Context: an optimization exercise on an open-source flow, tuned for small area, a short achievable clock period and few clock cycles per item. The choices shown serve that exercise and are no tape-out recipe.
The RTL of this run was laid out without a check of its function.
Power is estimated from default activity; no workload was simulated.

**design.v**
```verilog
`default_nettype none
module alu_seq_param #(
  parameter int WIDTH = 32,
  parameter int SHW   = $clog2(WIDTH)
) (
  input  logic             clk,
  input  logic             rst,
  input  logic             in_valid,
  output logic             in_ready,
  input  logic [3:0]       op,
  input  logic [3:0]       op1,
  input  logic [WIDTH-1:0] in0,
  input  logic [WIDTH-1:0] in1,
  output logic             out_valid,
  input  logic             out_ready,
  output logic [WIDTH-1:0] out,
  output logic [WIDTH-1:0] out0,
  output logic             carryout,
  output logic             overflow,
  output logic             zero,
  output logic             N,
  output logic             err
);
  localparam int D    = 6;       
  localparam int K    = 3;       
  localparam int W    = 46;       
  localparam int LOW  = 24;     
  localparam int HIW  = 40;     
  localparam int ITW  = 2;
  logic          skid_v, s1_v, s2_v, cpa_v, out_v, mact;
  logic [ITW-1:0] it_q;
  logic [71:0]   skid_q;
  logic          stall, last_it, first, accept, src_v, go, go_mul, go_alu;
  assign stall    = out_v & ~out_ready;
  assign first    = (it_q == '0);
  assign last_it  = (it_q == ITW'(K - 1));
  assign in_ready = ~skid_v;
  assign accept   = in_valid & ~skid_v;
  assign src_v    = skid_v | in_valid;
  assign go       = ~stall & src_v & (~n_mul | ~mact | last_it);
  assign go_mul   = go & n_mul;
  assign go_alu   = go & ~n_mul;
  always_ff @(posedge clk) begin
    if (rst) begin
      skid_v <= 1'b0;
      s1_v   <= 1'b0;
    end else begin
      skid_v <= src_v & ~go;
      if (~stall) s1_v <= go_alu;
    end
  end
  always_ff @(posedge clk)
    if (~skid_v) skid_q <= {op, op1, in0, in1};
  logic [3:0]  n_op, n_op1;
  logic [31:0] n_a, n_b, nb;
  assign {n_op, n_op1, n_a, nb} = skid_v ? skid_q : {op, op1, in0, in1};
  logic n_add, n_sft, n_and, n_or, n_xor, n_swp, n_not, n_mul, n_ill;
  always_comb begin
    n_add = (n_op == 4'd0) && (n_op1[3:2] == 2'd0);
    n_sft = (n_op == 4'd1) && (n_op1[3:2] == 2'd0);
    n_and = (n_op == 4'd2) && (n_op1 == 4'd0);
    n_or  = (n_op == 4'd2) && (n_op1 == 4'd1);
    n_xor = (n_op == 4'd2) && (n_op1 == 4'd2);
    n_swp = (n_op == 4'd2) && (n_op1 == 4'd3);
    n_not = (n_op == 4'd2) && (n_op1 == 4'd4);
    n_mul = (n_op == 4'd3) && (n_op1[3:1] == 3'd0);
    n_ill = ~(n_add | n_sft | n_and | n_or | n_xor | n_swp | n_not | n_mul);
    n_b   = nb;
    if (n_add) n_b = (n_op1[0] ? 32'd1 : nb) ^ {32{n_op1[1]}};
  end
  logic        n_left;
  logic [31:0] n_arev, n_tr, n_msk;
  logic        n_slo;
  assign n_left = ~(n_op1[0] ^ n_op1[1]);                 
  always_comb begin
    for (int i = 0; i < 32; i++) n_arev[i] = n_a[31 - i];
    n_tr[0] = 1'b0;
    for (int i = 1; i < 32; i++) n_tr[i] = n_a[i] ^ n_a[i - 1];
    for (int i = 0; i < 32; i++) n_msk[i] = (32 - i) <= int'(nb[4:0]);
    n_slo = |(n_tr & n_msk);
  end
  logic [31:0] a, b;
  logic        k_add, k_sl, k_sr, k_and, k_or, k_xor, k_swp, k_not, k_ill;
  logic        k_sub, k_fill, k_slo;
  always_ff @(posedge clk) begin
    if (~stall) begin
      a     <= (n_sft & n_left) ? n_arev : n_a;
      b     <= n_b;
      k_add <= n_add;
      k_sl  <= n_sft & n_left;
      k_sr  <= n_sft & ~n_left;
      k_and <= n_and;
      k_or  <= n_or;
      k_xor <= n_xor;
      k_swp <= n_swp;
      k_not <= n_not;
      k_ill <= n_ill;
      k_sub <= n_op1[1];
      k_fill <= (n_op1[1:0] == 2'd2) & n_a[31];            
      k_slo <= n_sft & (n_op1[1:0] == 2'd3) & n_slo;
    end
  end
  logic [31:0] sum;
  logic        c32, sum_x;
  assign {c32, sum, sum_x} = {1'b0, a, 1'b1} + {1'b0, b, k_sub};
  logic [32:0] shx;
  logic [31:0] shl;
  always_comb begin
    shx = $signed({k_fill, a, 1'b0}) >>> b[4:0];
    for (int i = 0; i < 32; i++) shl[i] = shx[32 - i];
  end
  logic [31:0] res;
  logic        r_cy, r_ov, ill;
  always_comb begin
    res  = ({32{k_add}} & sum)
         | ({32{k_sl}}  & shl)
         | ({32{k_sr}}  & shx[32:1])
         | ({32{k_and}} & (a & b))
         | ({32{k_or}}  & (a | b))
         | ({32{k_xor}} & (a ^ b))
         | ({32{k_swp}} & {a[15:0], a[31:16]})
         | ({32{k_not}} & ~a);
    r_cy = (k_add & (c32 ^ k_sub)) | ((k_sl | k_sr) & shx[0]);
    r_ov = (k_add & (a[31] == b[31]) & (sum[31] != a[31])) | k_slo;
    ill  = k_ill;
  end
  logic [34:0] dl   [K];
  logic [K-1:0] dl_v;
  always_ff @(posedge clk) begin
    if (rst) dl_v <= '0;
    else if (~stall) dl_v <= {dl_v[K-2:0], s1_v};
  end
  always_ff @(posedge clk) begin
    if (~stall) begin
      dl[0] <= {ill, r_ov, r_cy, res};
      for (int i = 1; i < K; i++) dl[i] <= dl[i - 1];
    end
  end
  logic [31:0] s2_res;
  logic        s2_cy, s2_ov, s2_err;
  assign {s2_err, s2_ov, s2_cy, s2_res} = dl[K-1];
  assign s2_v = dl_v[K-1];
  logic [32:0] ax;
  logic [37-1:0] bx;
  logic        mz_q;
  logic        mu_ld;
  assign mu_ld = ~mact | (last_it & ~stall);
  always_ff @(posedge clk)
    if (mu_ld) begin
      ax   <= {n_op1[0] & n_a[31], n_a};
      bx   <= {{(37 - 32){n_op1[0] & nb[31]}}, nb};
      mz_q <= (n_a == 32'd0) || (nb == 32'd0);
    end
  logic [2:0]  dg0 [D];
  logic [2:0]  dgn [D];
  logic [D-1:0] one, two, ng, ns;
  logic [32:0] r [D];
  logic [2:0]  h0;
  wire  [31:0] b0 = nb;
  always_comb begin
    dg0[0] = {b0[1], b0[0], 1'b0};
    case (it_q)
      2'd0: dgn[0] = {bx[13], bx[12], bx[11]};
      2'd1: dgn[0] = {bx[25], bx[24], bx[23]};
      default: dgn[0] = 3'b000;
    endcase
  end
  always_comb begin
    dg0[1] = {b0[3], b0[2], b0[1]};
    case (it_q)
      2'd0: dgn[1] = {bx[15], bx[14], bx[13]};
      2'd1: dgn[1] = {bx[27], bx[26], bx[25]};
      default: dgn[1] = 3'b000;
    endcase
  end
  always_comb begin
    dg0[2] = {b0[5], b0[4], b0[3]};
    case (it_q)
      2'd0: dgn[2] = {bx[17], bx[16], bx[15]};
      2'd1: dgn[2] = {bx[29], bx[28], bx[27]};
      default: dgn[2] = 3'b000;
    endcase
  end
  always_comb begin
    dg0[3] = {b0[7], b0[6], b0[5]};
    case (it_q)
      2'd0: dgn[3] = {bx[19], bx[18], bx[17]};
      2'd1: dgn[3] = {bx[31], bx[30], bx[29]};
      default: dgn[3] = 3'b000;
    endcase
  end
  always_comb begin
    dg0[4] = {b0[9], b0[8], b0[7]};
    case (it_q)
      2'd0: dgn[4] = {bx[21], bx[20], bx[19]};
      2'd1: dgn[4] = {bx[33], bx[32], bx[31]};
      default: dgn[4] = 3'b000;
    endcase
  end
  always_comb begin
    dg0[5] = {b0[11], b0[10], b0[9]};
    case (it_q)
      2'd0: dgn[5] = {bx[23], bx[22], bx[21]};
      2'd1: dgn[5] = {bx[35], bx[34], bx[33]};
      default: dgn[5] = 3'b000;
    endcase
  end
  always_ff @(posedge clk) begin
    for (int m = 0; m < D; m++) begin
      logic [2:0] d;
      d = (~mact | last_it) ? dg0[m] : dgn[m];
      if (~mact | ~stall) begin
        one[m] <= d[0] ^ d[1];
        two[m] <= (d[2] & ~d[1] & ~d[0]) | (~d[2] & d[1] & d[0]);
        ng[m]  <= d[2] & ~(d[1] & d[0]);
      end
    end
  end
  always_comb begin
    for (int m = 0; m < D; m++) begin
      for (int i = 0; i < 33; i++)
        r[m][i] = ((one[m] & ax[i]) | (two[m] & (i == 0 ? 1'b0 : ax[i - 1]))) ^ ng[m];
      ns[m] = ~(((one[m] | two[m]) & ax[32]) ^ ng[m]);
    end
    h0 = first ? {ns[0], ~ns[0], ~ns[0]} : {1'b0, 1'b1, ns[0]};
  end
  logic [W-1:0]       acc_s, acc_c;
  logic [W-2*D-1:0]   as, ac;
  assign as = first ? '0 : acc_s[W-1:2*D];
  assign ac = first ? '0 : acc_c[W-1:2*D];
  wire [32:0] r0 = r[0];
  wire [32:0] r1 = r[1];
  wire [32:0] r2 = r[2];
  wire [32:0] r3 = r[3];
  wire [32:0] r4 = r[4];
  wire [32:0] r5 = r[5];
  wire fs0, fc0;
  assign fs0 = ac[6] ^ as[6];
  assign fc0 = ac[6] & as[6];
  wire fs1, fc1;
  assign fs1 = ac[7] ^ as[7];
  assign fc1 = ac[7] & as[7];
  wire fs2, fc2;
  assign fs2 = ac[8] ^ as[8] ^ ng[4];
  assign fc2 = (ac[8] & as[8]) | (ac[8] & ng[4]) | (as[8] & ng[4]);
  wire fs3, fc3;
  assign fs3 = r0[8] ^ r1[6];
  assign fc3 = r0[8] & r1[6];
  wire fs4, fc4;
  assign fs4 = ac[9] ^ as[9] ^ r0[9];
  assign fc4 = (ac[9] & as[9]) | (ac[9] & r0[9]) | (as[9] & r0[9]);
  wire fs5, fc5;
  assign fs5 = r1[7] ^ r2[5];
  assign fc5 = r1[7] & r2[5];
  wire fs6, fc6;
  assign fs6 = ac[10] ^ as[10] ^ ng[5];
  assign fc6 = (ac[10] & as[10]) | (ac[10] & ng[5]) | (as[10] & ng[5]);
  wire fs7, fc7;
  assign fs7 = r0[10] ^ r1[8] ^ r2[6];
  assign fc7 = (r0[10] & r1[8]) | (r0[10] & r2[6]) | (r1[8] & r2[6]);
  wire fs8, fc8;
  assign fs8 = r3[4] ^ r4[2];
  assign fc8 = r3[4] & r4[2];
  wire fs9, fc9;
  assign fs9 = ac[11] ^ as[11] ^ r0[11];
  assign fc9 = (ac[11] & as[11]) | (ac[11] & r0[11]) | (as[11] & r0[11]);
  wire fs10, fc10;
  assign fs10 = r1[9] ^ r2[7] ^ r3[5];
  assign fc10 = (r1[9] & r2[7]) | (r1[9] & r3[5]) | (r2[7] & r3[5]);
  wire fs11, fc11;
  assign fs11 = r4[3] ^ r5[1];
  assign fc11 = r4[3] & r5[1];
  wire fs12, fc12;
  assign fs12 = ac[12] ^ as[12] ^ r0[12];
  assign fc12 = (ac[12] & as[12]) | (ac[12] & r0[12]) | (as[12] & r0[12]);
  wire fs13, fc13;
  assign fs13 = r1[10] ^ r2[8] ^ r3[6];
  assign fc13 = (r1[10] & r2[8]) | (r1[10] & r3[6]) | (r2[8] & r3[6]);
  wire fs14, fc14;
  assign fs14 = r4[4] ^ r5[2];
  assign fc14 = r4[4] & r5[2];
  wire fs15, fc15;
  assign fs15 = ac[13] ^ as[13] ^ r0[13];
  assign fc15 = (ac[13] & as[13]) | (ac[13] & r0[13]) | (as[13] & r0[13]);
  wire fs16, fc16;
  assign fs16 = r1[11] ^ r2[9] ^ r3[7];
  assign fc16 = (r1[11] & r2[9]) | (r1[11] & r3[7]) | (r2[9] & r3[7]);
  wire fs17, fc17;
  assign fs17 = r4[5] ^ r5[3];
  assign fc17 = r4[5] & r5[3];
  wire fs18, fc18;
  assign fs18 = ac[14] ^ as[14] ^ r0[14];
  assign fc18 = (ac[14] & as[14]) | (ac[14] & r0[14]) | (as[14] & r0[14]);
  wire fs19, fc19;
  assign fs19 = r1[12] ^ r2[10] ^ r3[8];
  assign fc19 = (r1[12] & r2[10]) | (r1[12] & r3[8]) | (r2[10] & r3[8]);
  wire fs20, fc20;
  assign fs20 = r4[6] ^ r5[4];
  assign fc20 = r4[6] & r5[4];
  wire fs21, fc21;
  assign fs21 = ac[15] ^ as[15] ^ r0[15];
  assign fc21 = (ac[15] & as[15]) | (ac[15] & r0[15]) | (as[15] & r0[15]);
  wire fs22, fc22;
  assign fs22 = r1[13] ^ r2[11] ^ r3[9];
  assign fc22 = (r1[13] & r2[11]) | (r1[13] & r3[9]) | (r2[11] & r3[9]);
  wire fs23, fc23;
  assign fs23 = r4[7] ^ r5[5];
  assign fc23 = r4[7] & r5[5];
  wire fs24, fc24;
  assign fs24 = ac[16] ^ as[16] ^ r0[16];
  assign fc24 = (ac[16] & as[16]) | (ac[16] & r0[16]) | (as[16] & r0[16]);
  wire fs25, fc25;
  assign fs25 = r1[14] ^ r2[12] ^ r3[10];
  assign fc25 = (r1[14] & r2[12]) | (r1[14] & r3[10]) | (r2[12] & r3[10]);
  wire fs26, fc26;
  assign fs26 = r4[8] ^ r5[6];
  assign fc26 = r4[8] & r5[6];
  wire fs27, fc27;
  assign fs27 = ac[17] ^ as[17] ^ r0[17];
  assign fc27 = (ac[17] & as[17]) | (ac[17] & r0[17]) | (as[17] & r0[17]);
  wire fs28, fc28;
  assign fs28 = r1[15] ^ r2[13] ^ r3[11];
  assign fc28 = (r1[15] & r2[13]) | (r1[15] & r3[11]) | (r2[13] & r3[11]);
  wire fs29, fc29;
  assign fs29 = r4[9] ^ r5[7];
  assign fc29 = r4[9] & r5[7];
  wire fs30, fc30;
  assign fs30 = ac[18] ^ as[18] ^ r0[18];
  assign fc30 = (ac[18] & as[18]) | (ac[18] & r0[18]) | (as[18] & r0[18]);
  wire fs31, fc31;
  assign fs31 = r1[16] ^ r2[14] ^ r3[12];
  assign fc31 = (r1[16] & r2[14]) | (r1[16] & r3[12]) | (r2[14] & r3[12]);
  wire fs32, fc32;
  assign fs32 = r4[10] ^ r5[8];
  assign fc32 = r4[10] & r5[8];
  wire fs33, fc33;
  assign fs33 = ac[19] ^ as[19] ^ r0[19];
  assign fc33 = (ac[19] & as[19]) | (ac[19] & r0[19]) | (as[19] & r0[19]);
  wire fs34, fc34;
  assign fs34 = r1[17] ^ r2[15] ^ r3[13];
  assign fc34 = (r1[17] & r2[15]) | (r1[17] & r3[13]) | (r2[15] & r3[13]);
  wire fs35, fc35;
  assign fs35 = r4[11] ^ r5[9];
  assign fc35 = r4[11] & r5[9];
  wire fs36, fc36;
  assign fs36 = ac[20] ^ as[20] ^ r0[20];
  assign fc36 = (ac[20] & as[20]) | (ac[20] & r0[20]) | (as[20] & r0[20]);
  wire fs37, fc37;
  assign fs37 = r1[18] ^ r2[16] ^ r3[14];
  assign fc37 = (r1[18] & r2[16]) | (r1[18] & r3[14]) | (r2[16] & r3[14]);
  wire fs38, fc38;
  assign fs38 = r4[12] ^ r5[10];
  assign fc38 = r4[12] & r5[10];
  wire fs39, fc39;
  assign fs39 = ac[21] ^ as[21] ^ r0[21];
  assign fc39 = (ac[21] & as[21]) | (ac[21] & r0[21]) | (as[21] & r0[21]);
  wire fs40, fc40;
  assign fs40 = r1[19] ^ r2[17] ^ r3[15];
  assign fc40 = (r1[19] & r2[17]) | (r1[19] & r3[15]) | (r2[17] & r3[15]);
  wire fs41, fc41;
  assign fs41 = r4[13] ^ r5[11];
  assign fc41 = r4[13] & r5[11];
  wire fs42, fc42;
  assign fs42 = ac[22] ^ as[22] ^ r0[22];
  assign fc42 = (ac[22] & as[22]) | (ac[22] & r0[22]) | (as[22] & r0[22]);
  wire fs43, fc43;
  assign fs43 = r1[20] ^ r2[18] ^ r3[16];
  assign fc43 = (r1[20] & r2[18]) | (r1[20] & r3[16]) | (r2[18] & r3[16]);
  wire fs44, fc44;
  assign fs44 = r4[14] ^ r5[12];
  assign fc44 = r4[14] & r5[12];
  wire fs45, fc45;
  assign fs45 = ac[23] ^ as[23] ^ r0[23];
  assign fc45 = (ac[23] & as[23]) | (ac[23] & r0[23]) | (as[23] & r0[23]);
  wire fs46, fc46;
  assign fs46 = r1[21] ^ r2[19] ^ r3[17];
  assign fc46 = (r1[21] & r2[19]) | (r1[21] & r3[17]) | (r2[19] & r3[17]);
  wire fs47, fc47;
  assign fs47 = r4[15] ^ r5[13];
  assign fc47 = r4[15] & r5[13];
  wire fs48, fc48;
  assign fs48 = ac[24] ^ as[24] ^ r0[24];
  assign fc48 = (ac[24] & as[24]) | (ac[24] & r0[24]) | (as[24] & r0[24]);
  wire fs49, fc49;
  assign fs49 = r1[22] ^ r2[20] ^ r3[18];
  assign fc49 = (r1[22] & r2[20]) | (r1[22] & r3[18]) | (r2[20] & r3[18]);
  wire fs50, fc50;
  assign fs50 = r4[16] ^ r5[14];
  assign fc50 = r4[16] & r5[14];
  wire fs51, fc51;
  assign fs51 = ac[25] ^ as[25] ^ r0[25];
  assign fc51 = (ac[25] & as[25]) | (ac[25] & r0[25]) | (as[25] & r0[25]);
  wire fs52, fc52;
  assign fs52 = r1[23] ^ r2[21] ^ r3[19];
  assign fc52 = (r1[23] & r2[21]) | (r1[23] & r3[19]) | (r2[21] & r3[19]);
  wire fs53, fc53;
  assign fs53 = r4[17] ^ r5[15];
  assign fc53 = r4[17] & r5[15];
  wire fs54, fc54;
  assign fs54 = ac[26] ^ as[26] ^ r0[26];
  assign fc54 = (ac[26] & as[26]) | (ac[26] & r0[26]) | (as[26] & r0[26]);
  wire fs55, fc55;
  assign fs55 = r1[24] ^ r2[22] ^ r3[20];
  assign fc55 = (r1[24] & r2[22]) | (r1[24] & r3[20]) | (r2[22] & r3[20]);
  wire fs56, fc56;
  assign fs56 = r4[18] ^ r5[16];
  assign fc56 = r4[18] & r5[16];
  wire fs57, fc57;
  assign fs57 = ac[27] ^ as[27] ^ r0[27];
  assign fc57 = (ac[27] & as[27]) | (ac[27] & r0[27]) | (as[27] & r0[27]);
  wire fs58, fc58;
  assign fs58 = r1[25] ^ r2[23] ^ r3[21];
  assign fc58 = (r1[25] & r2[23]) | (r1[25] & r3[21]) | (r2[23] & r3[21]);
  wire fs59, fc59;
  assign fs59 = r4[19] ^ r5[17];
  assign fc59 = r4[19] & r5[17];
  wire fs60, fc60;
  assign fs60 = ac[28] ^ as[28] ^ r0[28];
  assign fc60 = (ac[28] & as[28]) | (ac[28] & r0[28]) | (as[28] & r0[28]);
  wire fs61, fc61;
  assign fs61 = r1[26] ^ r2[24] ^ r3[22];
  assign fc61 = (r1[26] & r2[24]) | (r1[26] & r3[22]) | (r2[24] & r3[22]);
  wire fs62, fc62;
  assign fs62 = r4[20] ^ r5[18];
  assign fc62 = r4[20] & r5[18];
  wire fs63, fc63;
  assign fs63 = ac[29] ^ as[29] ^ r0[29];
  assign fc63 = (ac[29] & as[29]) | (ac[29] & r0[29]) | (as[29] & r0[29]);
  wire fs64, fc64;
  assign fs64 = r1[27] ^ r2[25] ^ r3[23];
  assign fc64 = (r1[27] & r2[25]) | (r1[27] & r3[23]) | (r2[25] & r3[23]);
  wire fs65, fc65;
  assign fs65 = r4[21] ^ r5[19];
  assign fc65 = r4[21] & r5[19];
  wire fs66, fc66;
  assign fs66 = ac[30] ^ as[30] ^ r0[30];
  assign fc66 = (ac[30] & as[30]) | (ac[30] & r0[30]) | (as[30] & r0[30]);
  wire fs67, fc67;
  assign fs67 = r1[28] ^ r2[26] ^ r3[24];
  assign fc67 = (r1[28] & r2[26]) | (r1[28] & r3[24]) | (r2[26] & r3[24]);
  wire fs68, fc68;
  assign fs68 = r4[22] ^ r5[20];
  assign fc68 = r4[22] & r5[20];
  wire fs69, fc69;
  assign fs69 = ac[31] ^ as[31] ^ r0[31];
  assign fc69 = (ac[31] & as[31]) | (ac[31] & r0[31]) | (as[31] & r0[31]);
  wire fs70, fc70;
  assign fs70 = r1[29] ^ r2[27] ^ r3[25];
  assign fc70 = (r1[29] & r2[27]) | (r1[29] & r3[25]) | (r2[27] & r3[25]);
  wire fs71, fc71;
  assign fs71 = r4[23] ^ r5[21];
  assign fc71 = r4[23] & r5[21];
  wire fs72, fc72;
  assign fs72 = ac[32] ^ as[32] ^ r0[32];
  assign fc72 = (ac[32] & as[32]) | (ac[32] & r0[32]) | (as[32] & r0[32]);
  wire fs73, fc73;
  assign fs73 = r1[30] ^ r2[28] ^ r3[26];
  assign fc73 = (r1[30] & r2[28]) | (r1[30] & r3[26]) | (r2[28] & r3[26]);
  wire fs74, fc74;
  assign fs74 = r4[24] ^ r5[22];
  assign fc74 = r4[24] & r5[22];
  wire fs75, fc75;
  assign fs75 = ac[33] ^ as[33] ^ h0[0];
  assign fc75 = (ac[33] & as[33]) | (ac[33] & h0[0]) | (as[33] & h0[0]);
  wire fs76, fc76;
  assign fs76 = r1[31] ^ r2[29] ^ r3[27];
  assign fc76 = (r1[31] & r2[29]) | (r1[31] & r3[27]) | (r2[29] & r3[27]);
  wire fs77, fc77;
  assign fs77 = r4[25] ^ r5[23];
  assign fc77 = r4[25] & r5[23];
  wire fs78, fc78;
  assign fs78 = h0[1] ^ r1[32] ^ r2[30];
  assign fc78 = (h0[1] & r1[32]) | (h0[1] & r2[30]) | (r1[32] & r2[30]);
  wire fs79, fc79;
  assign fs79 = r3[28] ^ r4[26];
  assign fc79 = r3[28] & r4[26];
  wire fs80, fc80;
  assign fs80 = h0[2] ^ ns[1] ^ r2[31];
  assign fc80 = (h0[2] & ns[1]) | (h0[2] & r2[31]) | (ns[1] & r2[31]);
  wire fs81, fc81;
  assign fs81 = ac[2] ^ as[2];
  assign fc81 = ac[2] & as[2];
  wire fs82, fc82;
  assign fs82 = ac[3] ^ as[3];
  assign fc82 = ac[3] & as[3];
  wire fs83, fc83;
  assign fs83 = ac[4] ^ as[4] ^ ng[2];
  assign fc83 = (ac[4] & as[4]) | (ac[4] & ng[2]) | (as[4] & ng[2]);
  wire fs84, fc84;
  assign fs84 = r0[4] ^ r1[2];
  assign fc84 = r0[4] & r1[2];
  wire fs85, fc85;
  assign fs85 = ac[5] ^ as[5] ^ r0[5];
  assign fc85 = (ac[5] & as[5]) | (ac[5] & r0[5]) | (as[5] & r0[5]);
  wire fs86, fc86;
  assign fs86 = r1[3] ^ r2[1];
  assign fc86 = r1[3] & r2[1];
  wire fs87, fc87;
  assign fs87 = ng[3] ^ fs0 ^ r0[6];
  assign fc87 = (ng[3] & fs0) | (ng[3] & r0[6]) | (fs0 & r0[6]);
  wire fs88, fc88;
  assign fs88 = r1[4] ^ r2[2] ^ r3[0];
  assign fc88 = (r1[4] & r2[2]) | (r1[4] & r3[0]) | (r2[2] & r3[0]);
  wire fs89, fc89;
  assign fs89 = fc0 ^ fs1 ^ r0[7];
  assign fc89 = (fc0 & fs1) | (fc0 & r0[7]) | (fs1 & r0[7]);
  wire fs90, fc90;
  assign fs90 = r1[5] ^ r2[3] ^ r3[1];
  assign fc90 = (r1[5] & r2[3]) | (r1[5] & r3[1]) | (r2[3] & r3[1]);
  wire fs91, fc91;
  assign fs91 = fc1 ^ r2[4] ^ r3[2];
  assign fc91 = (fc1 & r2[4]) | (fc1 & r3[2]) | (r2[4] & r3[2]);
  wire fs92, fc92;
  assign fs92 = r4[0] ^ fs2 ^ fs3;
  assign fc92 = (r4[0] & fs2) | (r4[0] & fs3) | (fs2 & fs3);
  wire fs93, fc93;
  assign fs93 = r3[3] ^ r4[1] ^ fc2;
  assign fc93 = (r3[3] & r4[1]) | (r3[3] & fc2) | (r4[1] & fc2);
  wire fs94, fc94;
  assign fs94 = fc3 ^ fs5 ^ fs4;
  assign fc94 = (fc3 & fs5) | (fc3 & fs4) | (fs5 & fs4);
  wire fs95, fc95;
  assign fs95 = r5[0] ^ fc5 ^ fs6;
  assign fc95 = (r5[0] & fc5) | (r5[0] & fs6) | (fc5 & fs6);
  wire fs96, fc96;
  assign fs96 = fs8 ^ fc4 ^ fs7;
  assign fc96 = (fs8 & fc4) | (fs8 & fs7) | (fc4 & fs7);
  wire fs97, fc97;
  assign fs97 = fc6 ^ fc8 ^ fs11;
  assign fc97 = (fc6 & fc8) | (fc6 & fs11) | (fc8 & fs11);
  wire fs98, fc98;
  assign fs98 = fc7 ^ fs10 ^ fs9;
  assign fc98 = (fc7 & fs10) | (fc7 & fs9) | (fs10 & fs9);
  wire fs99, fc99;
  assign fs99 = fc11 ^ fs14 ^ fc10;
  assign fc99 = (fc11 & fs14) | (fc11 & fc10) | (fs14 & fc10);
  wire fs100, fc100;
  assign fs100 = fc9 ^ fs12 ^ fs13;
  assign fc100 = (fc9 & fs12) | (fc9 & fs13) | (fs12 & fs13);
  wire fs101, fc101;
  assign fs101 = fc14 ^ fs17 ^ fc12;
  assign fc101 = (fc14 & fs17) | (fc14 & fc12) | (fs17 & fc12);
  wire fs102, fc102;
  assign fs102 = fc13 ^ fs15 ^ fs16;
  assign fc102 = (fc13 & fs15) | (fc13 & fs16) | (fs15 & fs16);
  wire fs103, fc103;
  assign fs103 = fc17 ^ fs20 ^ fc15;
  assign fc103 = (fc17 & fs20) | (fc17 & fc15) | (fs20 & fc15);
  wire fs104, fc104;
  assign fs104 = fc16 ^ fs18 ^ fs19;
  assign fc104 = (fc16 & fs18) | (fc16 & fs19) | (fs18 & fs19);
  wire fs105, fc105;
  assign fs105 = fc20 ^ fs23 ^ fc18;
  assign fc105 = (fc20 & fs23) | (fc20 & fc18) | (fs23 & fc18);
  wire fs106, fc106;
  assign fs106 = fc19 ^ fs21 ^ fs22;
  assign fc106 = (fc19 & fs21) | (fc19 & fs22) | (fs21 & fs22);
  wire fs107, fc107;
  assign fs107 = fc23 ^ fs26 ^ fc21;
  assign fc107 = (fc23 & fs26) | (fc23 & fc21) | (fs26 & fc21);
  wire fs108, fc108;
  assign fs108 = fc22 ^ fs24 ^ fs25;
  assign fc108 = (fc22 & fs24) | (fc22 & fs25) | (fs24 & fs25);
  wire fs109, fc109;
  assign fs109 = fc26 ^ fs29 ^ fc24;
  assign fc109 = (fc26 & fs29) | (fc26 & fc24) | (fs29 & fc24);
  wire fs110, fc110;
  assign fs110 = fc25 ^ fs27 ^ fs28;
  assign fc110 = (fc25 & fs27) | (fc25 & fs28) | (fs27 & fs28);
  wire fs111, fc111;
  assign fs111 = fc29 ^ fs32 ^ fc27;
  assign fc111 = (fc29 & fs32) | (fc29 & fc27) | (fs32 & fc27);
  wire fs112, fc112;
  assign fs112 = fc28 ^ fs30 ^ fs31;
  assign fc112 = (fc28 & fs30) | (fc28 & fs31) | (fs30 & fs31);
  wire fs113, fc113;
  assign fs113 = fc32 ^ fs35 ^ fc30;
  assign fc113 = (fc32 & fs35) | (fc32 & fc30) | (fs35 & fc30);
  wire fs114, fc114;
  assign fs114 = fc31 ^ fs33 ^ fs34;
  assign fc114 = (fc31 & fs33) | (fc31 & fs34) | (fs33 & fs34);
  wire fs115, fc115;
  assign fs115 = fc35 ^ fs38 ^ fc33;
  assign fc115 = (fc35 & fs38) | (fc35 & fc33) | (fs38 & fc33);
  wire fs116, fc116;
  assign fs116 = fc34 ^ fs36 ^ fs37;
  assign fc116 = (fc34 & fs36) | (fc34 & fs37) | (fs36 & fs37);
  wire fs117, fc117;
  assign fs117 = fc38 ^ fs41 ^ fc36;
  assign fc117 = (fc38 & fs41) | (fc38 & fc36) | (fs41 & fc36);
  wire fs118, fc118;
  assign fs118 = fc37 ^ fs39 ^ fs40;
  assign fc118 = (fc37 & fs39) | (fc37 & fs40) | (fs39 & fs40);
  wire fs119, fc119;
  assign fs119 = fc41 ^ fs44 ^ fc39;
  assign fc119 = (fc41 & fs44) | (fc41 & fc39) | (fs44 & fc39);
  wire fs120, fc120;
  assign fs120 = fc40 ^ fs42 ^ fs43;
  assign fc120 = (fc40 & fs42) | (fc40 & fs43) | (fs42 & fs43);
  wire fs121, fc121;
  assign fs121 = fc44 ^ fs47 ^ fc42;
  assign fc121 = (fc44 & fs47) | (fc44 & fc42) | (fs47 & fc42);
  wire fs122, fc122;
  assign fs122 = fc43 ^ fs45 ^ fs46;
  assign fc122 = (fc43 & fs45) | (fc43 & fs46) | (fs45 & fs46);
  wire fs123, fc123;
  assign fs123 = fc47 ^ fs50 ^ fc45;
  assign fc123 = (fc47 & fs50) | (fc47 & fc45) | (fs50 & fc45);
  wire fs124, fc124;
  assign fs124 = fc46 ^ fs48 ^ fs49;
  assign fc124 = (fc46 & fs48) | (fc46 & fs49) | (fs48 & fs49);
  wire fs125, fc125;
  assign fs125 = fc50 ^ fs53 ^ fc48;
  assign fc125 = (fc50 & fs53) | (fc50 & fc48) | (fs53 & fc48);
  wire fs126, fc126;
  assign fs126 = fc49 ^ fs51 ^ fs52;
  assign fc126 = (fc49 & fs51) | (fc49 & fs52) | (fs51 & fs52);
  wire fs127, fc127;
  assign fs127 = fc53 ^ fs56 ^ fc51;
  assign fc127 = (fc53 & fs56) | (fc53 & fc51) | (fs56 & fc51);
  wire fs128, fc128;
  assign fs128 = fc52 ^ fs54 ^ fs55;
  assign fc128 = (fc52 & fs54) | (fc52 & fs55) | (fs54 & fs55);
  wire fs129, fc129;
  assign fs129 = fc56 ^ fs59 ^ fc54;
  assign fc129 = (fc56 & fs59) | (fc56 & fc54) | (fs59 & fc54);
  wire fs130, fc130;
  assign fs130 = fc55 ^ fs57 ^ fs58;
  assign fc130 = (fc55 & fs57) | (fc55 & fs58) | (fs57 & fs58);
  wire fs131, fc131;
  assign fs131 = fc59 ^ fs62 ^ fc57;
  assign fc131 = (fc59 & fs62) | (fc59 & fc57) | (fs62 & fc57);
  wire fs132, fc132;
  assign fs132 = fc58 ^ fs60 ^ fs61;
  assign fc132 = (fc58 & fs60) | (fc58 & fs61) | (fs60 & fs61);
  wire fs133, fc133;
  assign fs133 = fc62 ^ fs65 ^ fc60;
  assign fc133 = (fc62 & fs65) | (fc62 & fc60) | (fs65 & fc60);
  wire fs134, fc134;
  assign fs134 = fc61 ^ fs63 ^ fs64;
  assign fc134 = (fc61 & fs63) | (fc61 & fs64) | (fs63 & fs64);
  wire fs135, fc135;
  assign fs135 = fc65 ^ fs68 ^ fc63;
  assign fc135 = (fc65 & fs68) | (fc65 & fc63) | (fs68 & fc63);
  wire fs136, fc136;
  assign fs136 = fc64 ^ fs66 ^ fs67;
  assign fc136 = (fc64 & fs66) | (fc64 & fs67) | (fs66 & fs67);
  wire fs137, fc137;
  assign fs137 = fc68 ^ fs71 ^ fc66;
  assign fc137 = (fc68 & fs71) | (fc68 & fc66) | (fs71 & fc66);
  wire fs138, fc138;
  assign fs138 = fc67 ^ fs69 ^ fs70;
  assign fc138 = (fc67 & fs69) | (fc67 & fs70) | (fs69 & fs70);
  wire fs139, fc139;
  assign fs139 = fc71 ^ fs74 ^ fc69;
  assign fc139 = (fc71 & fs74) | (fc71 & fc69) | (fs74 & fc69);
  wire fs140, fc140;
  assign fs140 = fc70 ^ fs72 ^ fs73;
  assign fc140 = (fc70 & fs72) | (fc70 & fs73) | (fs72 & fs73);
  wire fs141, fc141;
  assign fs141 = fc74 ^ fs77 ^ fc72;
  assign fc141 = (fc74 & fs77) | (fc74 & fc72) | (fs77 & fc72);
  wire fs142, fc142;
  assign fs142 = fc73 ^ fs75 ^ fs76;
  assign fc142 = (fc73 & fs75) | (fc73 & fs76) | (fs75 & fs76);
  wire fs143, fc143;
  assign fs143 = r5[24] ^ fc77 ^ fs79;
  assign fc143 = (r5[24] & fc77) | (r5[24] & fs79) | (fc77 & fs79);
  wire fs144, fc144;
  assign fs144 = fc75 ^ fc76 ^ fs78;
  assign fc144 = (fc75 & fc76) | (fc75 & fs78) | (fc76 & fs78);
  wire fs145, fc145;
  assign fs145 = r3[29] ^ r4[27] ^ r5[25];
  assign fc145 = (r3[29] & r4[27]) | (r3[29] & r5[25]) | (r4[27] & r5[25]);
  wire fs146, fc146;
  assign fs146 = fc79 ^ fc78 ^ fs80;
  assign fc146 = (fc79 & fc78) | (fc79 & fs80) | (fc78 & fs80);
  wire fs147, fc147;
  assign fs147 = 1'b1 ^ r2[32] ^ r3[30];
  assign fc147 = (1'b1 & r2[32]) | (1'b1 & r3[30]) | (r2[32] & r3[30]);
  wire fs148, fc148;
  assign fs148 = r4[28] ^ r5[26] ^ fc80;
  assign fc148 = (r4[28] & r5[26]) | (r4[28] & fc80) | (r5[26] & fc80);
  wire fs149, fc149;
  assign fs149 = ns[2] ^ r3[31] ^ r4[29];
  assign fc149 = (ns[2] & r3[31]) | (ns[2] & r4[29]) | (r3[31] & r4[29]);
  wire fs150, fc150;
  assign fs150 = 1'b1 ^ r3[32];
  assign fc150 = 1'b1 & r3[32];
  wire fs151, fc151;
  assign fs151 = ac[0] ^ as[0];
  assign fc151 = ac[0] & as[0];
  wire fs152, fc152;
  assign fs152 = ac[1] ^ as[1];
  assign fc152 = ac[1] & as[1];
  wire fs153, fc153;
  assign fs153 = ng[1] ^ fs81 ^ r0[2];
  assign fc153 = (ng[1] & fs81) | (ng[1] & r0[2]) | (fs81 & r0[2]);
  wire fs154, fc154;
  assign fs154 = fc81 ^ fs82 ^ r0[3];
  assign fc154 = (fc81 & fs82) | (fc81 & r0[3]) | (fs82 & r0[3]);
  wire fs155, fc155;
  assign fs155 = fc82 ^ r2[0] ^ fs83;
  assign fc155 = (fc82 & r2[0]) | (fc82 & fs83) | (r2[0] & fs83);
  wire fs156, fc156;
  assign fs156 = fc83 ^ fc84 ^ fs86;
  assign fc156 = (fc83 & fc84) | (fc83 & fs86) | (fc84 & fs86);
  wire fs157, fc157;
  assign fs157 = fc86 ^ fc85 ^ fs87;
  assign fc157 = (fc86 & fc85) | (fc86 & fs87) | (fc85 & fs87);
  wire fs158, fc158;
  assign fs158 = fc87 ^ fc88 ^ fs89;
  assign fc158 = (fc87 & fc88) | (fc87 & fs89) | (fc88 & fs89);
  wire fs159, fc159;
  assign fs159 = fc89 ^ fc90 ^ fs91;
  assign fc159 = (fc89 & fc90) | (fc89 & fs91) | (fc90 & fs91);
  wire fs160, fc160;
  assign fs160 = fc91 ^ fs93 ^ fc92;
  assign fc160 = (fc91 & fs93) | (fc91 & fc92) | (fs93 & fc92);
  wire fs161, fc161;
  assign fs161 = fc93 ^ fs95 ^ fc94;
  assign fc161 = (fc93 & fs95) | (fc93 & fc94) | (fs95 & fc94);
  wire fs162, fc162;
  assign fs162 = fc95 ^ fs97 ^ fc96;
  assign fc162 = (fc95 & fs97) | (fc95 & fc96) | (fs97 & fc96);
  wire fs163, fc163;
  assign fs163 = fc97 ^ fc98 ^ fs99;
  assign fc163 = (fc97 & fc98) | (fc97 & fs99) | (fc98 & fs99);
  wire fs164, fc164;
  assign fs164 = fc99 ^ fc100 ^ fs101;
  assign fc164 = (fc99 & fc100) | (fc99 & fs101) | (fc100 & fs101);
  wire fs165, fc165;
  assign fs165 = fc101 ^ fc102 ^ fs103;
  assign fc165 = (fc101 & fc102) | (fc101 & fs103) | (fc102 & fs103);
  wire fs166, fc166;
  assign fs166 = fc103 ^ fc104 ^ fs105;
  assign fc166 = (fc103 & fc104) | (fc103 & fs105) | (fc104 & fs105);
  wire fs167, fc167;
  assign fs167 = fc105 ^ fc106 ^ fs107;
  assign fc167 = (fc105 & fc106) | (fc105 & fs107) | (fc106 & fs107);
  wire fs168, fc168;
  assign fs168 = fc107 ^ fc108 ^ fs109;
  assign fc168 = (fc107 & fc108) | (fc107 & fs109) | (fc108 & fs109);
  wire fs169, fc169;
  assign fs169 = fc109 ^ fc110 ^ fs111;
  assign fc169 = (fc109 & fc110) | (fc109 & fs111) | (fc110 & fs111);
  wire fs170, fc170;
  assign fs170 = fc111 ^ fc112 ^ fs113;
  assign fc170 = (fc111 & fc112) | (fc111 & fs113) | (fc112 & fs113);
  wire fs171, fc171;
  assign fs171 = fc113 ^ fc114 ^ fs115;
  assign fc171 = (fc113 & fc114) | (fc113 & fs115) | (fc114 & fs115);
  wire fs172, fc172;
  assign fs172 = fc115 ^ fc116 ^ fs117;
  assign fc172 = (fc115 & fc116) | (fc115 & fs117) | (fc116 & fs117);
  wire fs173, fc173;
  assign fs173 = fc117 ^ fc118 ^ fs119;
  assign fc173 = (fc117 & fc118) | (fc117 & fs119) | (fc118 & fs119);
  wire fs174, fc174;
  assign fs174 = fc119 ^ fc120 ^ fs121;
  assign fc174 = (fc119 & fc120) | (fc119 & fs121) | (fc120 & fs121);
  wire fs175, fc175;
  assign fs175 = fc121 ^ fc122 ^ fs123;
  assign fc175 = (fc121 & fc122) | (fc121 & fs123) | (fc122 & fs123);
  wire fs176, fc176;
  assign fs176 = fc123 ^ fc124 ^ fs125;
  assign fc176 = (fc123 & fc124) | (fc123 & fs125) | (fc124 & fs125);
  wire fs177, fc177;
  assign fs177 = fc125 ^ fc126 ^ fs127;
  assign fc177 = (fc125 & fc126) | (fc125 & fs127) | (fc126 & fs127);
  wire fs178, fc178;
  assign fs178 = fc127 ^ fc128 ^ fs129;
  assign fc178 = (fc127 & fc128) | (fc127 & fs129) | (fc128 & fs129);
  wire fs179, fc179;
  assign fs179 = fc129 ^ fc130 ^ fs131;
  assign fc179 = (fc129 & fc130) | (fc129 & fs131) | (fc130 & fs131);
  wire fs180, fc180;
  assign fs180 = fc131 ^ fc132 ^ fs133;
  assign fc180 = (fc131 & fc132) | (fc131 & fs133) | (fc132 & fs133);
  wire fs181, fc181;
  assign fs181 = fc133 ^ fc134 ^ fs135;
  assign fc181 = (fc133 & fc134) | (fc133 & fs135) | (fc134 & fs135);
  wire fs182, fc182;
  assign fs182 = fc135 ^ fc136 ^ fs137;
  assign fc182 = (fc135 & fc136) | (fc135 & fs137) | (fc136 & fs137);
  wire fs183, fc183;
  assign fs183 = fc137 ^ fc138 ^ fs139;
  assign fc183 = (fc137 & fc138) | (fc137 & fs139) | (fc138 & fs139);
  wire fs184, fc184;
  assign fs184 = fc139 ^ fc140 ^ fs141;
  assign fc184 = (fc139 & fc140) | (fc139 & fs141) | (fc140 & fs141);
  wire fs185, fc185;
  assign fs185 = fs143 ^ fc141 ^ fc142;
  assign fc185 = (fs143 & fc141) | (fs143 & fc142) | (fc141 & fc142);
  wire fs186, fc186;
  assign fs186 = fs145 ^ fc143 ^ fc144;
  assign fc186 = (fs145 & fc143) | (fs145 & fc144) | (fc143 & fc144);
  wire fs187, fc187;
  assign fs187 = fc145 ^ fs147 ^ fc146;
  assign fc187 = (fc145 & fs147) | (fc145 & fc146) | (fs147 & fc146);
  wire fs188, fc188;
  assign fs188 = r5[27] ^ fc147 ^ fs149;
  assign fc188 = (r5[27] & fc147) | (r5[27] & fs149) | (fc147 & fs149);
  wire fs189, fc189;
  assign fs189 = r4[30] ^ r5[28] ^ fs150;
  assign fc189 = (r4[30] & r5[28]) | (r4[30] & fs150) | (r5[28] & fs150);
  wire fs190, fc190;
  assign fs190 = ns[3] ^ r4[31] ^ r5[29];
  assign fc190 = (ns[3] & r4[31]) | (ns[3] & r5[29]) | (r4[31] & r5[29]);
  wire fs191, fc191;
  assign fs191 = 1'b1 ^ r4[32];
  assign fc191 = 1'b1 & r4[32];
  wire fs192, fc192;
  assign fs192 = ng[0] ^ fs151;
  assign fc192 = ng[0] & fs151;
  wire fs193, fc193;
  assign fs193 = fc151 ^ fs152 ^ r0[1];
  assign fc193 = (fc151 & fs152) | (fc151 & r0[1]) | (fs152 & r0[1]);
  wire fs194, fc194;
  assign fs194 = fc152 ^ r1[0] ^ fs153;
  assign fc194 = (fc152 & r1[0]) | (fc152 & fs153) | (r1[0] & fs153);
  wire fs195, fc195;
  assign fs195 = r1[1] ^ fc153 ^ fs154;
  assign fc195 = (r1[1] & fc153) | (r1[1] & fs154) | (fc153 & fs154);
  wire fs196, fc196;
  assign fs196 = fs84 ^ fc154 ^ fs155;
  assign fc196 = (fs84 & fc154) | (fs84 & fs155) | (fc154 & fs155);
  wire fs197, fc197;
  assign fs197 = fs85 ^ fc155 ^ fs156;
  assign fc197 = (fs85 & fc155) | (fs85 & fs156) | (fc155 & fs156);
  wire fs198, fc198;
  assign fs198 = fs88 ^ fc156 ^ fs157;
  assign fc198 = (fs88 & fc156) | (fs88 & fs157) | (fc156 & fs157);
  wire fs199, fc199;
  assign fs199 = fs90 ^ fc157 ^ fs158;
  assign fc199 = (fs90 & fc157) | (fs90 & fs158) | (fc157 & fs158);
  wire fs200, fc200;
  assign fs200 = fs92 ^ fc158 ^ fs159;
  assign fc200 = (fs92 & fc158) | (fs92 & fs159) | (fc158 & fs159);
  wire fs201, fc201;
  assign fs201 = fc159 ^ fs94 ^ fs160;
  assign fc201 = (fc159 & fs94) | (fc159 & fs160) | (fs94 & fs160);
  wire fs202, fc202;
  assign fs202 = fs96 ^ fc160 ^ fs161;
  assign fc202 = (fs96 & fc160) | (fs96 & fs161) | (fc160 & fs161);
  wire fs203, fc203;
  assign fs203 = fs98 ^ fc161 ^ fs162;
  assign fc203 = (fs98 & fc161) | (fs98 & fs162) | (fc161 & fs162);
  wire fs204, fc204;
  assign fs204 = fs100 ^ fc162 ^ fs163;
  assign fc204 = (fs100 & fc162) | (fs100 & fs163) | (fc162 & fs163);
  wire fs205, fc205;
  assign fs205 = fs102 ^ fc163 ^ fs164;
  assign fc205 = (fs102 & fc163) | (fs102 & fs164) | (fc163 & fs164);
  wire fs206, fc206;
  assign fs206 = fs104 ^ fc164 ^ fs165;
  assign fc206 = (fs104 & fc164) | (fs104 & fs165) | (fc164 & fs165);
  wire fs207, fc207;
  assign fs207 = fs106 ^ fc165 ^ fs166;
  assign fc207 = (fs106 & fc165) | (fs106 & fs166) | (fc165 & fs166);
  wire fs208, fc208;
  assign fs208 = fs108 ^ fc166 ^ fs167;
  assign fc208 = (fs108 & fc166) | (fs108 & fs167) | (fc166 & fs167);
  wire fs209, fc209;
  assign fs209 = fs110 ^ fc167 ^ fs168;
  assign fc209 = (fs110 & fc167) | (fs110 & fs168) | (fc167 & fs168);
  wire fs210, fc210;
  assign fs210 = fs112 ^ fc168 ^ fs169;
  assign fc210 = (fs112 & fc168) | (fs112 & fs169) | (fc168 & fs169);
  wire fs211, fc211;
  assign fs211 = fs114 ^ fc169 ^ fs170;
  assign fc211 = (fs114 & fc169) | (fs114 & fs170) | (fc169 & fs170);
  wire fs212, fc212;
  assign fs212 = fs116 ^ fc170 ^ fs171;
  assign fc212 = (fs116 & fc170) | (fs116 & fs171) | (fc170 & fs171);
  wire fs213, fc213;
  assign fs213 = fs118 ^ fc171 ^ fs172;
  assign fc213 = (fs118 & fc171) | (fs118 & fs172) | (fc171 & fs172);
  wire fs214, fc214;
  assign fs214 = fs120 ^ fc172 ^ fs173;
  assign fc214 = (fs120 & fc172) | (fs120 & fs173) | (fc172 & fs173);
  wire fs215, fc215;
  assign fs215 = fs122 ^ fc173 ^ fs174;
  assign fc215 = (fs122 & fc173) | (fs122 & fs174) | (fc173 & fs174);
  wire fs216, fc216;
  assign fs216 = fs124 ^ fc174 ^ fs175;
  assign fc216 = (fs124 & fc174) | (fs124 & fs175) | (fc174 & fs175);
  wire fs217, fc217;
  assign fs217 = fs126 ^ fc175 ^ fs176;
  assign fc217 = (fs126 & fc175) | (fs126 & fs176) | (fc175 & fs176);
  wire fs218, fc218;
  assign fs218 = fs128 ^ fc176 ^ fs177;
  assign fc218 = (fs128 & fc176) | (fs128 & fs177) | (fc176 & fs177);
  wire fs219, fc219;
  assign fs219 = fs130 ^ fc177 ^ fs178;
  assign fc219 = (fs130 & fc177) | (fs130 & fs178) | (fc177 & fs178);
  wire fs220, fc220;
  assign fs220 = fs132 ^ fc178 ^ fs179;
  assign fc220 = (fs132 & fc178) | (fs132 & fs179) | (fc178 & fs179);
  wire fs221, fc221;
  assign fs221 = fs134 ^ fc179 ^ fs180;
  assign fc221 = (fs134 & fc179) | (fs134 & fs180) | (fc179 & fs180);
  wire fs222, fc222;
  assign fs222 = fs136 ^ fc180 ^ fs181;
  assign fc222 = (fs136 & fc180) | (fs136 & fs181) | (fc180 & fs181);
  wire fs223, fc223;
  assign fs223 = fs138 ^ fc181 ^ fs182;
  assign fc223 = (fs138 & fc181) | (fs138 & fs182) | (fc181 & fs182);
  wire fs224, fc224;
  assign fs224 = fs140 ^ fc182 ^ fs183;
  assign fc224 = (fs140 & fc182) | (fs140 & fs183) | (fc182 & fs183);
  wire fs225, fc225;
  assign fs225 = fs142 ^ fc183 ^ fs184;
  assign fc225 = (fs142 & fc183) | (fs142 & fs184) | (fc183 & fs184);
  wire fs226, fc226;
  assign fs226 = fs144 ^ fc184 ^ fs185;
  assign fc226 = (fs144 & fc184) | (fs144 & fs185) | (fc184 & fs185);
  wire fs227, fc227;
  assign fs227 = fs146 ^ fc185 ^ fs186;
  assign fc227 = (fs146 & fc185) | (fs146 & fs186) | (fc185 & fs186);
  wire fs228, fc228;
  assign fs228 = fs148 ^ fc186 ^ fs187;
  assign fc228 = (fs148 & fc186) | (fs148 & fs187) | (fc186 & fs187);
  wire fs229, fc229;
  assign fs229 = fc148 ^ fs188 ^ fc187;
  assign fc229 = (fc148 & fs188) | (fc148 & fc187) | (fs188 & fc187);
  wire fs230, fc230;
  assign fs230 = fc149 ^ fs189 ^ fc188;
  assign fc230 = (fc149 & fs189) | (fc149 & fc188) | (fs189 & fc188);
  wire fs231, fc231;
  assign fs231 = fc150 ^ fs190 ^ fc189;
  assign fc231 = (fc150 & fs190) | (fc150 & fc189) | (fs190 & fc189);
  wire fs232, fc232;
  assign fs232 = r5[30] ^ fs191 ^ fc190;
  assign fc232 = (r5[30] & fs191) | (r5[30] & fc190) | (fs191 & fc190);
  wire fs233, fc233;
  assign fs233 = ns[4] ^ r5[31] ^ fc191;
  assign fc233 = (ns[4] & r5[31]) | (ns[4] & fc191) | (r5[31] & fc191);
  wire fs234, fc234;
  assign fs234 = 1'b1 ^ r5[32];
  assign fc234 = 1'b1 & r5[32];
  logic [2*D:0]   lo_sum;
  logic           lo_cy;
  logic           mzero;
  logic [LOW-1:0] plo;
  logic           lo_x;
  assign {lo_sum, lo_x} = {1'b0, acc_s[2*D-1:0], 1'b1} + {1'b0, acc_c[2*D-1:0], lo_cy & (it_q != ITW'(1))};
  always_ff @(posedge clk) begin
    if (rst) begin
      it_q  <= '0;
      cpa_v <= 1'b0;
      mact  <= 1'b0;
    end else if (~stall) begin
      cpa_v <= mact & last_it;
      mact  <= go_mul | (mact & ~last_it);
      it_q  <= (mact & ~last_it) ? it_q + 1'b1 : '0;
    end
  end
  always_ff @(posedge clk) begin
    if (~stall & mact) begin
      acc_s <= {1'b0, 1'b1, ns[5], fs234, fs233, fs232, fs231, fs230, fc228, fc227, fc226, fc225, fc224, fc223, fc222, fc221, fc220, fc219, fc218, fc217, fc216, fc215, fc214, fc213, fc212, fc211, fc210, fc209, fc208, fc207, fc206, fc205, fc204, fc203, fc202, fc201, fc200, fc199, fc198, fc197, fc196, fc195, fc194, fc193, fc192, r0[0]};
      acc_c <= {1'b0, 1'b0, fc234, fc233, fc232, fc231, fc230, fc229, fs229, fs228, fs227, fs226, fs225, fs224, fs223, fs222, fs221, fs220, fs219, fs218, fs217, fs216, fs215, fs214, fs213, fs212, fs211, fs210, fs209, fs208, fs207, fs206, fs205, fs204, fs203, fs202, fs201, fs200, fs199, fs198, fs197, fs196, fs195, fs194, fs193, fs192};
      if (last_it) mzero <= mz_q;
      if (~first) begin
        lo_cy <= lo_sum[2*D];
        for (int i = 1; i < K; i++)
          if (it_q == ITW'(i)) plo[2*D*(i-1) +: 2*D] <= lo_sum[2*D-1:0];
      end
    end
  end
  logic [HIW-1:0] phi;
  logic           phi_x;
  assign {phi, phi_x} = {acc_s[HIW-1:0], 1'b1} + {acc_c[HIW-1:0], lo_cy};
  logic [31:0] o_q, o0_q;
  logic        cy_q, ov_q, z_q, n_q, e_q;
  always_ff @(posedge clk) begin
    if (rst) out_v <= 1'b0;
    else if (~stall) out_v <= cpa_v | s2_v;
  end
  always_ff @(posedge clk) begin
    if (~stall) begin
      if (cpa_v) begin
        {o0_q, o_q} <= {phi, plo};
        cy_q <= 1'b0;
        ov_q <= 1'b0;
        z_q  <= mzero;
        n_q  <= phi[HIW-1];
        e_q  <= 1'b0;
      end else begin
        o_q  <= s2_res;
        o0_q <= 32'd0;
        cy_q <= s2_cy;
        ov_q <= s2_ov;
        z_q  <= (s2_res == 32'd0);
        n_q  <= s2_res[31];
        e_q  <= s2_err;
      end
    end
  end
  assign out_valid = out_v;
  assign out       = o_q;
  assign out0      = o0_q;
  assign carryout  = cy_q;
  assign overflow  = ov_q;
  assign zero      = z_q;
  assign N         = n_q;
  assign err       = e_q;
endmodule
`default_nettype wire
```
**run.sh**
```bash
#!/bin/bash
# synth_recipe.tcl (not shown) runs the flow's synth.tcl, then flattens the netlist and writes it again
# the make line also repeats each setting of config.mk as NAME=value (left out here)
make -C /OpenROAD-flow-scripts/flow DESIGN_CONFIG=/design/flow/config.mk WORK_HOME=/design/flow/orfs CLKGATE_MAP_FILE= SYNTH_SCRIPT=/design/flow/synth_recipe.tcl finish
```
**config.mk**
```make
export PLATFORM = sky130hd
export DESIGN_NAME = alu_seq_param
export DESIGN_NICKNAME = alu_seq_param
export VERILOG_FILES = /design/flow/design.v
export SDC_FILE = /design/flow/constraint.sdc
export NUM_CORES = 4
export LEC_CHECK = 0
export CAP_MARGIN = 20
export CORE_MARGIN = 2
export CORE_UTILIZATION = 40
export SETUP_SLACK_MARGIN = 4.6
export SLEW_MARGIN = 20
```
**constraint.sdc**
```tcl
create_clock -name core_clock -period 8.0 [get_ports {clk}]
set_input_delay 1.6000 -clock core_clock [delete_from_list [all_inputs] [get_ports {clk}]]
set_output_delay 1.6000 -clock core_clock [all_outputs]
set_load 0.01 [all_outputs]
```
==> run_results.csv <==
group,metric,value,unit
floorplan,initial_core_util,40.28,%
critical_path,worst-path-max-fanout,4,
cts,cts_root_buf,"clkbuf_16",
synth,syn_area,36150,um2
synth,synth.distinct_cells,79,
global_route,use_met1,34.18,%
cts,cts_tree,"yes",
global_route,overflow,0,
timing,slew_violations,0,
timing,finalSetupTns,0,ps
place,hpwl,79300,um
place,portBuffers,146,
timing,tightest_slew,974.4,ps
timing,finalCritPeriodShare,45.31,%
cts,insertion_delay,630,ps
cells_and_area,drive_gt1_share,11.82,%
cts,clkSinkCount,520,
critical_path,worstSetupStartpointType,"primary input",
timing,finalCriticalPeriod,3625,ps
routing,vias_per_cell,5.627,
cts,cts-buffers-inserted,57,
timing,rsz0062_at_grt,"true",
status,status,"complete, no violations",
floorplan,coreArea,89740,um2
pwr,p_per_area,209.5,nW/um2
timing,slew_headroom,34.35,%
critical_path,r2r_setup_slack,4640,ps
min_path,hold_path.class,"flop to flop",
synth,seq_area_frac_synth,40.93,%
critical_path,end_kind,"flop",
cells_and_area,diodes,0,
global_route,grt_use_met2,35.02,%
global_route,use_met3,4.596,%
synth,synth-seq-cells,520,
synth,synthCells,3325,
routing,drtAntennaViolNets,0,
global_route,grt_antenna_before_repair,2,
place,gp_congestion,0.9371,
synth,yosysWarnings,5,
routing,post_drt_wl_per_cell,23.86,um
global_route,grt-busiest-layer,"met2",
synth,syn_nets,3769,
pwr,worst_ir_drop_vdd,0.0001898,V
global_route,grt_pass1_vias,25450,
floorplan,rows,110,
cts,htreeDepth,2,
critical_path,worst-r2r-cell-count,10,
global_route,grtUsageTotal,23.44,%
timing,finalSetupViolations,0,
critical_path,critical_path_class,"primary input to flop",
cells_and_area,utilization,46.74,%
routing,drt-pass1-iter-count,8,
synth,synth_edf_count,438,
pwr,total_leakage_power,16.82,nW
floorplan,dieArea,92780,um2
global_route,grt_max_degree,89,
cts,path_clk_slew,60,ps
routing,dr_total_vias,26230,
floorplan,fp.dieW,304.6,um
timing,clock-skew-final,29.04,ps
synth,postSynthAreaPerCell,10.87,um2
synth,async_reset_ff_share,0,%
critical_path,crit_required,8370,ps
synth,ys.flop_type,"edfxtp_1",
cells_and_area,syn2layout_area_growth,16.03,%
min_path,holdPathStages,0,
timing,hold_viol,0,
routing,routed_wirelength,111200,um
floorplan,io_pins,147,
timing,fmax,275.8,MHz
cts,clk_path_buf_depth,3,
run,drv_cap,0,
routing,drc,0,
routing,drt_iter0_markers,2953,
global_route,grt_pass1_wl,165400,um
cells_and_area,nNetsFinal,3882,
critical_path,cp.arrival,3990,ps
floorplan,die_h,304.6,um
synthesized netlist by cell type (26+ instances only):
cell type | n | area (um2)
a21o_1 | 35 | 262.8
a21oi_1 | 137 | 685.7
a22oi_1 | 204 | 1531
clkbuf_1 | 176 | 660.6
dfxtp_1 | 82 | 1642
edfxtp_1 | 438 | 13150
fa_1 | 195 | 3904
ha_1 | 173 | 2165
inv_1 | 366 | 1374
mux2_2 | 64 | 720.7
mux2i_1 | 93 | 930.9
mux4_2 | 29 | 653.1
nand2_1 | 305 | 1145
nand3_1 | 50 | 250.2
nor2_1 | 99 | 371.6
nor2b_1 | 31 | 193.9
nor3_1 | 33 | 165.2
o211ai_1 | 26 | 195.2
o21ai_0 | 96 | 480.5
xnor2_1 | 229 | 2006
xor2_1 | 75 | 656.9
critical path, stage by stage:
cell and delay (ps):
clkdlybuf4s50_1 550, mux2i_1 670, ha_1 350, a221o_1 340, a32oi_1 210, nand4_1 100
o21ai_0 90, a21oi_1 80
final cells by class:
class	count	area [um2]
fillers	8253	47790
clock inverters	35	352.8
multi-input cells	2202	19310
repair buffers	283	2988
well taps	1176	1471
flip-flops and latches	520	14800
repair inverters	2	46.29
clock buffers	72	1513
inverters	372	1463
cells in the final DEF, fill, tap and decap left out, types with 16 or more instances in the layout:
cell             count
o21ai_0             94
a22oi_1            192
clkbuf_16           60
inv_1              360
fa_1               176
nand3_1             50
mux4_2              29
nor4_1              16
a221o_1             21
nor2b_1             28
nand4_1             21
xnor2_1            229
a21oi_1            134
xor2_1              74
clkdlybuf4s50_1    145
nor2_1              99
fa_2                19
edfxtp_1           438
o211ai_1            26
nor3_1              32
nand2_1            303
mux2i_1             88
buf_12              22
buf_6               16
mux2_2              64
a221oi_1            18
a21o_1              35
ha_1               170
dfxtp_1             78
buf_4               88
state kept, by name (all words and copies together), names as in the netlist, 32 cells and up:
signal and count:
acc_s 44, a 32, acc_c 44, o0_q 32
o_q 32, ax 33, b 32, dl 105
skid_q 72
routing by layer:
metal	vias up	part of all wire, %
li1	11990	-
met3	185	8.4
met2	1199	43
met1	12860	45
met4	2	3.5
met5	-	0.037
path summary, 6_finish.rpt:
kind	start	endpoint
worst max-delay path	in0[0]	k_slo
worst min-delay path	dl[0][30]	dl[1][30]
worst max register to register	a[5]	dl[0][18]
worst min register to register	dl[0][30]	dl[1][30]
power breakdown:
part	switching, mW	internal, mW	leakage (nW)	total, mW
logic	1.62	1.17	10.5	2.79
clock network	1.13	1.49	0.896	2.62
registers	0.106	3.27	5.43	3.38
per-stage QoR:
step / setup WS, ps / hold WS (ps) / power (mW) / std cells / area [um2]
2_1_floorplan: 3726 / 400.3 / 5.155 / 3325 / 36310
3_3_place_gp: 3633 / 401.4 / 6.070 / 4468 / 38640
3_5_place_dp: 3590 / 404.5 / 6.104 / 4468 / 38640
4_1_cts: 4315 / 399.7 / 8.779 / 4607 / 41060
5_1_grt: 4375 / 415.6 / 9.325 / 4662 / 41940
6_report: 4375 / 403.2 / 8.786 / 4662 / 41940
timing repair:
item                                    CTS  global route
endpoints found under the hold margin     0             0
gates resized for setup                  41            72
cloned                                    4             3
setup buffers                            28            51
pin swaps                                 2            15
hold buffers                              0             0
endpoints found under the setup margin  328           131
logic make-up after synthesis:
logic type               Yosys count  share of synthesized area [%]
multiplexers                     194                          6.805
XOR/XNOR                         304                          7.366
AND/OR/NAND/NOR                  630                          7.993
buffers and inverters            603                          6.487
AO/OA/AOI/OAI                    706                          13.63
adder cells (fa/ha/maj)          368                          16.79
flip-flops                       520                          40.93

[re-timing with driven ports]
The flow's constraints put no driver on any port. The routed layout listed below was extracted and timed again, unchanged, in two steps. Step 1: set_driving_cell puts a clkbuf_16 on clk and a buf_2 on each other input, an assumption about the parent block. Step 2, shift: input delay + t, output delay - t, t = (earliest + latest rising clock arrival at the registers) / 2. This alone moves slack from input paths to output paths. a / b / c = no drivers / after step 1 / after step 2; a / b = the first two.
t, ns: 0.685
setup WS [ns]: 4.375 / 4.415 / 3.729
clock arrival spread, ns: 0.030 / 0.029
cell pins on the clock port's net: 1
After both steps this run still meets setup and hold. The setup slack of this run moves by +0.040 ns with the drivers and by -0.646 ns with both steps.
